Background: an optimization exercise with open tools, aiming at small area and a short achievable clock period. Do not read the settings as production practice. In this exercise RTL edits were held to simulation tests only and were not proved equivalent to the original. No driver is modelled on the clock port, so clocking that relies on it looks cheaper here than on a real chip. Power and IR drop assume default switching activity.

== v54 ==
Design nic_control, start of the top module:
module nic_control (
    input  logic                          clk,
    input  logic                          resetn,
    input  logic                          req_write,
    input  logic [8-1:0]   req_write_index,
    input  logic [32-1:0]    req_write_data,
    input  logic                          req_read,
    input  logic [8-1:0]   req_read_index,
    output logic                          rsp_write_done,
    output logic [1:0]                    rsp_write_resp,
    output logic                          rsp_read_valid,
    output logic [32-1:0]    rsp_read_data,
    output logic [1:0]                    rsp_read_resp,
    input  logic                          ev_good,
    input  logic                          ev_bad,
    input  logic                          ev_range_err,
    input  logic [32-1:0]   seq_tdata,
    input  logic                          seq_tvalid,
    input  logic                          seq_tready,
    input  logic                          overflow_0,
    input  logic                          overflow_1,
    input  logic                          hbm_cattrip,
    input  logic                          pcs_aligned,
    input  logic                          generator_idle,
    output logic [64-1:0]        cfg_pci_base,
    output logic [64-1:0]        cfg_pci_size,
    output logic [64-1:0]        cfg_packet_count,
    output logic                          cfg_loopback,
    output logic                          gen_packets,
    output logic                          pause_pci,
    output logic                          resetn_out
);
    logic [31:0] wd;
    assign wd = req_write_data;
    logic w_good_h, w_good_l, w_bad_h, w_bad_l;
    logic w_base_h, w_base_l, w_size_h, w_size_l;
    logic w_reset, w_clear, w_cnt_h, w_cnt_l, w_loop, w_pause;
    logic w_ok;
    assign w_good_h = req_write && req_write_index == 8'd2;
    assign w_good_l = req_write && req_write_index == 8'd3;
    assign w_bad_h  = req_write && req_write_index == 8'd4;
  ...
export LEC_CHECK = 0
export CAP_MARGIN = 20
export CORE_MARGIN = 2
export CORE_UTILIZATION = 65
export CTS_CLUSTER_DIAMETER = 80
export CTS_CLUSTER_SIZE = 25
export PLACE_DENSITY = 0.78
export SETUP_SLACK_MARGIN = 2.8
export SLEW_MARGIN = 70
export TNS_END_PERCENT = 5
export BUFFER_PORTS_ARGS = -buffer_cell sky130_fd_sc_hd__buf_1
export PRE_CTS_TCL = /design/flow/flow/pre_cts.tcl
export DONT_USE_CELLS = sky130_fd_sc_hd__or4_1 sky130_fd_sc_hd__or4_2 sky130_fd_sc_hd__or4_4 sky130_fd_sc_hd__or4b_1 sky130_fd_sc_hd__or4b_2 sky130_fd_sc_hd__or4b_4 sky130_fd_sc_hd__or4bb_1 sky130_fd_sc_hd__or4bb_2 sky130_fd_sc_hd__or4bb_4 sky130_fd_sc_hd__nor4_1 sky130_fd_sc_hd__nor4_2 sky130_fd_sc_hd__nor4_4 sky130_fd_sc_hd__nor4b_1 sky130_fd_sc_hd__nor4b_2 sky130_fd_sc_hd__nor4b_4 sky130_fd_sc_hd__nor4bb_1 sky130_fd_sc_hd__nor4bb_2 sky130_fd_sc_hd__nor4bb_4 sky130_fd_sc_hd__or3_1 sky130_fd_sc_hd__or3_2 sky130_fd_sc_hd__or3_4 sky130_fd_sc_hd__or3b_1 sky130_fd_sc_hd__or3b_2 sky130_fd_sc_hd__or3b_4
create_clock -name core_clock -period 5.0 [get_ports {clk}]
standard.sh (not shown) runs the stock make flow with config.mk's settings and CLKGATE_MAP_FILE= SYNTH_SCRIPT=/design/flow/synth_recipe.tcl, a recipe that flattens the netlist after the stock synthesis.
==> flow/flow/run.sh <==
#!/bin/bash
set -euo pipefail
cd "$(dirname "$0")/.."
FLOWDIR=$(pwd)/flow
cat >> config.mk <<EOC
export BUFFER_PORTS_ARGS = -buffer_cell sky130_fd_sc_hd__buf_1
export PRE_CTS_TCL = $FLOWDIR/pre_cts.tcl
export DONT_USE_CELLS = $(cat $FLOWDIR/slow_cells.txt)
EOC
bash standard.sh > flow_standard.log 2>&1
==> flow/flow/pre_cts.tcl <==
# Wrap clock_tree_synthesis: after the tree is built, remove its root buffer so that the
# clock port drives the first-level buffers directly.
proc my_remove_clock_root {} {
  set block [ord::get_db_block]
  foreach inst [$block getInsts] {
    set name [$inst getName]
    if {![string match "clkbuf_0_*" $name]} { continue }
    set in_net [[$inst findITerm A] getNet]
    set out_net [[$inst findITerm X] getNet]
    set sinks {}
    foreach it [$out_net getITerms] {
      if {[$it getInst] != $inst} { lappend sinks $it }
    }
    if {[llength $sinks] > 4} {
      puts "keeping clock root $name: it drives [llength $sinks] pins"
      continue
    }
    puts "removing clock root $name driving [llength $sinks] pins"
    foreach it $sinks { $it disconnect }
    [$inst findITerm A] disconnect
    [$inst findITerm X] disconnect
    odb::dbInst_destroy $inst
    foreach it $sinks { $it connect $in_net }
    odb::dbNet_destroy $out_net
  }
}

rename clock_tree_synthesis my_orig_clock_tree_synthesis
proc clock_tree_synthesis {args} {
  my_orig_clock_tree_synthesis {*}$args
  my_remove_clock_root
}
==> flow/flow/slow_cells.txt <==
sky130_fd_sc_hd__or4_1 sky130_fd_sc_hd__or4_2 sky130_fd_sc_hd__or4_4 sky130_fd_sc_hd__or4b_1 sky130_fd_sc_hd__or4b_2 sky130_fd_sc_hd__or4b_4 sky130_fd_sc_hd__or4bb_1 sky130_fd_sc_hd__or4bb_2 sky130_fd_sc_hd__or4bb_4 sky130_fd_sc_hd__nor4_1 sky130_fd_sc_hd__nor4_2 sky130_fd_sc_hd__nor4_4 sky130_fd_sc_hd__nor4b_1 sky130_fd_sc_hd__nor4b_2 sky130_fd_sc_hd__nor4b_4 sky130_fd_sc_hd__nor4bb_1 sky130_fd_sc_hd__nor4bb_2 sky130_fd_sc_hd__nor4bb_4 sky130_fd_sc_hd__or3_1 sky130_fd_sc_hd__or3_2 sky130_fd_sc_hd__or3_4 sky130_fd_sc_hd__or3b_1 sky130_fd_sc_hd__or3b_2 sky130_fd_sc_hd__or3b_4
Here is what was changed in the inputs of v13 compared with v54.
--- a/flow/config.mk
+++ b/flow/config.mk
@@ -9,6 +9,6 @@
 export CORE_MARGIN = 2
-export CORE_UTILIZATION = 65
+export CORE_UTILIZATION = 55
 export CTS_CLUSTER_DIAMETER = 80
 export CTS_CLUSTER_SIZE = 25
-export PLACE_DENSITY = 0.78
+export PLACE_DENSITY = 0.7
 export SETUP_SLACK_MARGIN = 2.8
==> notes.md <==
- | multi-input combinational cell count | v13 vs v54 | ≈ equal |
- Every run (v13 and v54) finished clean.
- Of v13 and v54, the higher sequential fraction of total cell area belongs to v54.
- Going from v54 to v13, area growth from synthesis to layout rose 2.5 points, finished layout cell area went up by about 2.2%.
- v13 vs. v54: met3 usage has decreased; register area has remained practically unchanged; combinational power has increased.
- v13 vs v54, instance count: v13 higher
- Relative to v54, the first-pass GRT wire length measured on v13 has decreased slightly.
- v13 ends up with lower core utilization than v54 does.
diff inputs: v13 => v49
--- a/flow/config.mk
+++ b/flow/config.mk
@@ -14,3 +14,3 @@
 export SETUP_SLACK_MARGIN = 2.8
-export SLEW_MARGIN = 70
+export SLEW_MARGIN = 20
 export TNS_END_PERCENT = 5
Findings:
- In v49, worst setup slack is lower than in v13.
- On v49: post-synthesis to final-layout area growth is 1.4 points lower than what v13 gave.
- Remaining max-slew budget at the tightest pin (higher): v13
- The number of gates resized after CTS reported for v49 is greater than that of v13 by about 47%.
diff inputs: v49 => v4
--- a/flow/config.mk
+++ b/flow/config.mk
@@ -9,3 +9,3 @@
 export CORE_MARGIN = 2
-export CORE_UTILIZATION = 55
+export CORE_UTILIZATION = 45
 export CTS_CLUSTER_DIAMETER = 80
@@ -14,3 +14,3 @@
 export SETUP_SLACK_MARGIN = 2.8
-export SLEW_MARGIN = 20
+export SLEW_MARGIN = 70
 export TNS_END_PERCENT = 5
### Flow results
Of the two values seen for capture point of the critical path, bad[40]$_DFF_P_ was produced by v49 and rsp_read_data[23]$_DFF_P_ by v4. | post-route worst hold slack | v4 vs v49 | better |. Relative to v49, the total power consumption of the routed design of v4 is higher by 5.2%. Re die outline area: v49 and v4 aren't equal, and the higher value belongs to v4. Compared with v49, v4 shows a via count that is about 1.7% lower. Global-route wire length before repair in v4 is about 2.6% above v49.
#### Input delta (v21 over v4)
--- a/flow/config.mk
+++ b/flow/config.mk
@@ -9,3 +9,3 @@
 export CORE_MARGIN = 2
-export CORE_UTILIZATION = 45
+export CORE_UTILIZATION = 55
 export CTS_CLUSTER_DIAMETER = 80
@@ -13,3 +13,3 @@
 export PLACE_DENSITY = 0.7
-export SETUP_SLACK_MARGIN = 2.8
+export SETUP_SLACK_MARGIN = 3.0
 export SLEW_MARGIN = 70
## What came out
v21 -> v4: clock skew flat
Re layout-stage area growth over the synthesis result: v21 is 1.1 points up on v4.
Total power went down slightly going from v4 to v21.
Average vias per placed instance for v21 is higher than for v4.
Final design instance area without fill, v21 vs v4: up slightly
--- input diff v21..v57 ---
--- a/flow/config.mk
+++ b/flow/config.mk
@@ -7,3 +7,3 @@
 export LEC_CHECK = 0
-export CAP_MARGIN = 20
+export CAP_MARGIN = 50
 export CORE_MARGIN = 2
@@ -13,4 +13,4 @@
 export PLACE_DENSITY = 0.7
-export SETUP_SLACK_MARGIN = 3.0
-export SLEW_MARGIN = 70
+export SETUP_SLACK_MARGIN = 2.8
+export SLEW_MARGIN = 85
 export TNS_END_PERCENT = 5
Notes after the runs:
Flip-flop and latch area, v21 and v57: larger value in v57. Power density over cell area: lower on v57. v57 vs. v21: total chip power increased by about 3.6% relative to the old numbers, area of the die saw little to no change. Cmp v57 vs v21: routed metal-1 wirelength higher in v57. Comparing v21 against v57, there is no change at all in clock sink count. Taking v21 as the reference, in v57 number of nets in the finished design grew by 161, number of buffers other than clock buffers in the final layout climbed 166, sequential share of layout area shrank by 3.3 points. Number of buffers inserted by post-CTS setup repair of v57 exceeds that of v21 by more than a quarter.

[separate check: timing with driven ports]
In the flow no input, the clock included, has a driving cell. The finished layouts below were timed again as built, in two steps.
Step 1 (the two cells are an assumption about what drives the block):
set clk [get_ports {clk}]
set_driving_cell -lib_cell sky130_fd_sc_hd__clkbuf_16 $clk
set_driving_cell -lib_cell sky130_fd_sc_hd__buf_2 [delete_from_list [all_inputs] $clk]
Step 2 also shifts input and output timing later by t, the mid clock arrival at the registers, as if the neighbouring blocks saw the same clock.
Slacks: no drivers / after step 1 / after step 2; pairs: no drivers / after step 1.
run	t (ns)	setup slack, ns	clock arrival spread, ns	slew at the worst register clock pin (ns)	pins driven straight from the clock port
v54	0.480	2.563 / 2.604 / 2.124	0.018 / 0.019	0.10 / 0.10	2
v13	0.500	2.738 / 2.746 / 2.248	0.028 / 0.028	0.11 / 0.11	2
v49	0.498	2.684 / 2.684 / 2.229	0.032 / 0.033	0.11 / 0.11	2
v4	0.516	2.717 / 2.736 / 2.220	0.022 / 0.022	0.10 / 0.10	2
v21	0.497	2.692 / 2.724 / 2.229	0.030 / 0.029	0.11 / 0.11	2
v57	0.508	2.450 / 2.364 / 1.856	0.025 / 0.025	0.10 / 0.10	2
After both steps setup and hold are still met in every run listed. For v57, which loses most, drivers alone change the setup slack by -0.086 ns; drivers and shift together by -0.594 ns.
